What follows belongs to an exercise in optimizing a design on an open flow for small area; a production flow would make more cautious choices.
Function was checked by simulation only, so behaviour that the tests miss may differ from the original.
No activity file was given, so power comes from the tool's default toggle rates.

== v11 ==
Design pwm_audio_top, start of the top module:
module pwm_audio_top (
  input  wire logic                                   PWM_ADC_CLOCK_100M,
  input  wire logic                                   arst_n,
  input  wire logic [pwm_audio_pkg::FIFO_W:0]         audio_fifo,    
  output logic                                        audio_read,
  input  wire logic [pwm_audio_pkg::FIFO_W:0]         delay_fifo,    
  output logic                                        delay_read,
  output logic                                        pwm_out,
  output logic [pwm_audio_pkg::NUM_CHANNELS-1:0]      speakers
);
Size in the first run: about 2300 cells after synthesis, roughly 280 flip-flops.
export LEC_CHECK = 0
export CAP_MARGIN = 20
export CORE_MARGIN = 2
export CORE_UTILIZATION = 60
export CTS_BUF_LIST = sky130_fd_sc_hd__clkbuf_4
export SLEW_MARGIN = 20
create_clock -name core_clock -period 10.0 [get_ports {PWM_ADC_CLOCK_100M}]
run.sh (not shown) runs the stock make flow with config.mk's settings and CLKGATE_MAP_FILE= SYNTH_SCRIPT=/design/flow/synth_recipe.tcl, a recipe that flattens the netlist after the stock synthesis.
Edits applied to the flow inputs when going from v11 to v39:
diff --git a/flow/config.mk b/flow/config.mk
--- a/flow/config.mk
+++ b/flow/config.mk
@@ -10,2 +10 @@
-export CORE_UTILIZATION = 60
-export CTS_BUF_LIST = sky130_fd_sc_hd__clkbuf_4
+export CORE_UTILIZATION = 30
Results
v39 completed end to end with timing, DRC and antenna clean. Changes observed in v39 relative to v11: final design area excluding fillers now sits higher, worst path buffer plus inverter count now sits lower, setup slack now sits higher, starting DRC count in detailed routing now sits higher.

========
Another version of the RTL of pwm_audio_top (not shown whole).
Size in the first run: roughly 1700 cells after synthesis, ~79 I/O pins.
Design pwm_audio_top, start of the top module:
module pwm_audio_top (
  input  wire logic                                   PWM_ADC_CLOCK_100M,
  input  wire logic                                   arst_n,
  input  wire logic [pwm_audio_pkg::FIFO_W:0]         audio_fifo,    
  output logic                                        audio_read,
  input  wire logic [pwm_audio_pkg::FIFO_W:0]         delay_fifo,    
  output logic                                        delay_read,
  output logic                                        pwm_out,
  output logic [pwm_audio_pkg::NUM_CHANNELS-1:0]      speakers
);
  logic [pwm_audio_pkg::SAMPLE_CNT_W-1:0] period_cnt;
  logic [pwm_audio_pkg::SAMPLE_W-1:0]    sample;     
  logic [pwm_audio_pkg::SAMPLE_W-1:0]    sample_d1;  
  logic [pwm_audio_pkg::SAMPLE_W-1:0]    sample_d2;  
  logic [pwm_audio_pkg::RES_W-1:0]       wr_res;     
  pwm_audio_pkg::delay_wr_t              delay_wr;   
  pwm_audio_pkg::res_wr_t                res_wr;     
  logic                                  tap_far;
  logic [pwm_audio_pkg::DELAY_W-1:0]     tap_delay;
  sample_fetch u_sample_fetch (
    .PWM_ADC_CLOCK_100M (PWM_ADC_CLOCK_100M),
    .arst_n             (arst_n),
    .audio_fifo         (audio_fifo),
    .audio_read         (audio_read),
    .period_cnt         (period_cnt),
    .sample             (sample),
    .sample_d1          (sample_d1),
    .sample_d2          (sample_d2)
  );
  pwm_modulator u_pwm_modulator (
    .PWM_ADC_CLOCK_100M (PWM_ADC_CLOCK_100M),
    .arst_n             (arst_n),
    .sample             (sample),
    .pwm_out            (pwm_out)
  );
  delay_table_loader u_delay_table_loader (
    .PWM_ADC_CLOCK_100M (PWM_ADC_CLOCK_100M),
    .arst_n             (arst_n),
    .delay_fifo         (delay_fifo),
    .period_cnt         (period_cnt),
    .sample             (sample),
  ...
export LEC_CHECK = 0
export CAP_MARGIN = 20
export CORE_MARGIN = 2
export CORE_UTILIZATION = 50
export SLEW_MARGIN = 20
create_clock -name core_clock -period 10.0 [get_ports {PWM_ADC_CLOCK_100M}]
standard.sh (not shown) runs the stock make flow with config.mk's settings and CLKGATE_MAP_FILE= SYNTH_SCRIPT=/design/flow/synth_recipe.tcl, a recipe that flattens the netlist after the stock synthesis.
==> flow/flow/run.sh <==
#!/bin/bash
# The standard layout with three changes:
#  - synthesis maps the logic with flow/abc.script, an area-oriented ABC
#    script, in place of ORFS's abc_speed.script (a copy of ORFS's scripts
#    folder with that one file replaced, used for the synth step only);
#  - the ports get the smallest buffer, sky130_fd_sc_hd__buf_1;
#  - the clock tree uses larger sink clusters and no dummy loads.
# Each step's output goes to a log file of its own in this folder.
set -euo pipefail
rm -rf scripts_synth
cp -r "$FLOW_HOME/scripts" scripts_synth
cp flow/abc.script scripts_synth/abc_speed.script
SCRIPTS_DIR="$PWD/scripts_synth" bash standard.sh synth > synth.log 2>&1
export BUFFER_PORTS_ARGS="-buffer_cell sky130_fd_sc_hd__buf_1"
export CTS_ARGS="-sink_clustering_enable -repair_clock_nets -sink_clustering_size 20 -sink_clustering_max_diameter 60 -buf_list sky130_fd_sc_hd__clkbuf_8 -dont_use_dummy_load"
bash standard.sh > layout.log 2>&1
==> flow/flow/abc.script <==
&get -n
&st
&dc2
&dch -f
&nf -a -R 1000
&put
The starting point finished clean.
Edit:
- CAP_MARGIN: 20 -> 5
- SLEW_MARGIN: 20 -> 5
Result: The changed run finished with timing, DRC and antenna clean. Design area is about the same. Total power barely changes. Register-to-register slack degrades by 30 ps. Setup slack is worse by 28 ps. Critical path depth is unchanged. Clock power stays flat. Synthesized cell count stays the same. Area after synthesis does not change. Die area does not change. Combinational power hardly moves. Core utilization hardly moves.

========
## v8
Another version of the RTL of pwm_audio_top (not shown whole).
Size in the first run: ~2100 cells after synthesis, roughly 79 I/O pins, about 20000 um2 of cells after synthesis.
clock: 10.0 ns
lec_check: 0
cap_margin: 20
core_margin: 2
core_utilization: 60
cts_buf_list: sky130_fd_sc_hd__clkbuf_16
cts_cluster_diameter: 80
cts_cluster_size: 30
slew_margin: 20
run.sh (not shown) runs the stock make flow with config.mk's settings and CLKGATE_MAP_FILE= SYNTH_SCRIPT=/design/flow/synth_recipe.tcl, a recipe that flattens the netlist after the stock synthesis.
Stock flow here: none of the scripts above is used.
v8 went all the way through the flow, and no timing, DRC or antenna check failed.
Setup changes, v8 to v32
# v8
export LEC_CHECK = 0
export CAP_MARGIN = 20
export CORE_MARGIN = 2
export CORE_UTILIZATION = 60
export CTS_BUF_LIST = sky130_fd_sc_hd__clkbuf_16
export CTS_CLUSTER_DIAMETER = 80
export CTS_CLUSTER_SIZE = 30
export SLEW_MARGIN = 20
create_clock -name core_clock -period 10.0 [get_ports {PWM_ADC_CLOCK_100M}]
# v32
export LEC_CHECK = 0
export CAP_MARGIN = 20
export CORE_MARGIN = 2
export CORE_UTILIZATION = 60
export CTS_BUF_LIST = sky130_fd_sc_hd__clkbuf_16
export CTS_CLUSTER_DIAMETER = 80
export CTS_CLUSTER_SIZE = 40
export SLEW_MARGIN = 20
create_clock -name core_clock -period 10.0 [get_ports {PWM_ADC_CLOCK_100M}]
There was hardly any difference in global-route usage between v32 and v8.
The wire length of v8 and that of v32 are within noise of each other.
When v32 is measured against v8, its initial antenna violation count turns out 1 higher.
Summary: power drawn by the clock network, v32 better than v8
Diff v8 -> v32: power dissipated by switching net loads flat, sum of internal, switching and leakage power down 0.70%, placer congestion estimate flat, critical path arrival flat, number of ports placed on the die boundary flat.
Measured against each other, v8 and v32 differ in synthesis-to-finish area growth, the lower figure coming from v32.
The inputs of v42 differ from those of v32 as listed below.
# v32
export LEC_CHECK = 0
export CAP_MARGIN = 20
export CORE_MARGIN = 2
export CORE_UTILIZATION = 60
export CTS_BUF_LIST = sky130_fd_sc_hd__clkbuf_16
export CTS_CLUSTER_DIAMETER = 80
export CTS_CLUSTER_SIZE = 40
export SLEW_MARGIN = 20
create_clock -name core_clock -period 10.0 [get_ports {PWM_ADC_CLOCK_100M}]
# v42
export LEC_CHECK = 0
export CAP_MARGIN = 20
export CORE_MARGIN = 2
export CORE_UTILIZATION = 60
export CTS_BUF_LIST = sky130_fd_sc_hd__clkbuf_8 sky130_fd_sc_hd__clkbuf_16
export CTS_CLUSTER_DIAMETER = 60
export CTS_CLUSTER_SIZE = 25
export SLEW_MARGIN = 20
create_clock -name core_clock -period 10.0 [get_ports {PWM_ADC_CLOCK_100M}]
==> run summary <==
Detailed-router iteration count before antenna repair (lower): v42
The number of fillers in the final layout in v42 was lower than what v32 gave.
Global-route usage: v42 vs v32 up 0.40 points
--- input diff v42..v43 ---
# v42
export LEC_CHECK = 0
export CAP_MARGIN = 20
export CORE_MARGIN = 2
export CORE_UTILIZATION = 60
export CTS_BUF_LIST = sky130_fd_sc_hd__clkbuf_8 sky130_fd_sc_hd__clkbuf_16
export CTS_CLUSTER_DIAMETER = 60
export CTS_CLUSTER_SIZE = 25
export SLEW_MARGIN = 20
create_clock -name core_clock -period 10.0 [get_ports {PWM_ADC_CLOCK_100M}]
# v43
export LEC_CHECK = 0
export CAP_MARGIN = 20
export CORE_MARGIN = 2
export CORE_UTILIZATION = 60
export CTS_BUF_LIST = sky130_fd_sc_hd__clkbuf_16
export CTS_CLUSTER_DIAMETER = 80
export CTS_CLUSTER_SIZE = 30
export SLEW_MARGIN = 20
create_clock -name core_clock -period 10.0 [get_ports {PWM_ADC_CLOCK_100M}]
==> flow/flow/run.sh (new file) <==
#!/bin/bash
# Standard layout, with the smallest buffer on the ports and a clock tree
# without dummy loads. Each tool's output goes to a log file here.
set -euo pipefail
export BUFFER_PORTS_ARGS="-buffer_cell sky130_fd_sc_hd__buf_1"
export CTS_ARGS="-sink_clustering_enable -repair_clock_nets -sink_clustering_size 30 -sink_clustering_max_diameter 80 -buf_list sky130_fd_sc_hd__clkbuf_16 -dont_use_dummy_load"
bash standard.sh > standard.log 2>&1
==> flow/standard.sh (new file) <==
#!/bin/bash
# synth_recipe.tcl (not shown) runs the flow's synth.tcl, then flattens the netlist and writes it again
# the make line also repeats each setting of config.mk as NAME=value (left out here)
make -C /OpenROAD-flow-scripts/flow DESIGN_CONFIG=/design/flow/config.mk WORK_HOME=/design/flow/orfs CLKGATE_MAP_FILE= SYNTH_SCRIPT=/design/flow/synth_recipe.tcl "${@:-finish}"
removed: flow/run.sh
[summary]
Going from v42 to v43, share of power burned in the clock network now sits lower; sum of routed wire length over all layers shrank by 1.0 mm.
v43 vs v42 — static leakage dropped by a few percent
Largest net degree at the start of global routing of v43 exceeds that of v42 slightly.
Compare v43 and v42 | core occupancy in the finished layout higher: v42
Period utilization (v43 over v42): decrease, 0.54 points
Of v43 and v42, the lower number of standard cells in the layout, taps in and fillers out belongs to v43.
Looking at total routed wire length on the met1 layer, v43 sits about 2.3% above v42.
Re number of logic stages on the critical path including buffering: no difference whatsoever between v42 and v43.
Comparing v42 with v43, the delay of the slowest cell on the worst path came out essentially unchanged.
On worst-case hold slack: v43 sits above v42.

## re-timing with driven ports
In the flow no input, the clock included, has a driving cell. The finished layouts below were timed again as built, in two steps.
Step 1 sets driving cells, clkbuf_16 on the clock port and buf_2 on the other inputs (assumed; they add their load-dependent delay and slew).
Step 2 also shifts input and output timing later by t, the mid clock arrival at the registers, as if the neighbouring blocks saw the same clock.
a / b / c = no drivers / after step 1 / after step 2; a / b = the first two.
| run | t (ns) | setup slack, ns | cell pins on the clock port's net |
|---|---|---|---|
| v11 | 0.823 | 1.355 / 1.355 / 1.355 | 1 |
| v39 | 0.597 | 1.444 / 1.444 / 1.444 | 1 |
| the first run of note 2 | 0.659 | 1.617 / 1.617 / 1.595 | 1 |
| the second run of note 2 | 0.655 | 1.589 / 1.589 / 1.573 | 1 |
| v8 | 0.578 | 0.775 / 0.775 / 0.775 | 1 |
| v32 | 0.574 | 0.775 / 0.775 / 0.775 | 1 |
| v42 | 0.621 | 0.815 / 0.815 / 0.815 | 1 |
| v43 | 0.569 | 0.870 / 0.870 / 0.870 | 1 |
After both steps every run listed still meets setup and hold. The setup slack of the first run of note 2, which loses most, moves by 0.000 ns with the drivers and by -0.022 ns with both steps.
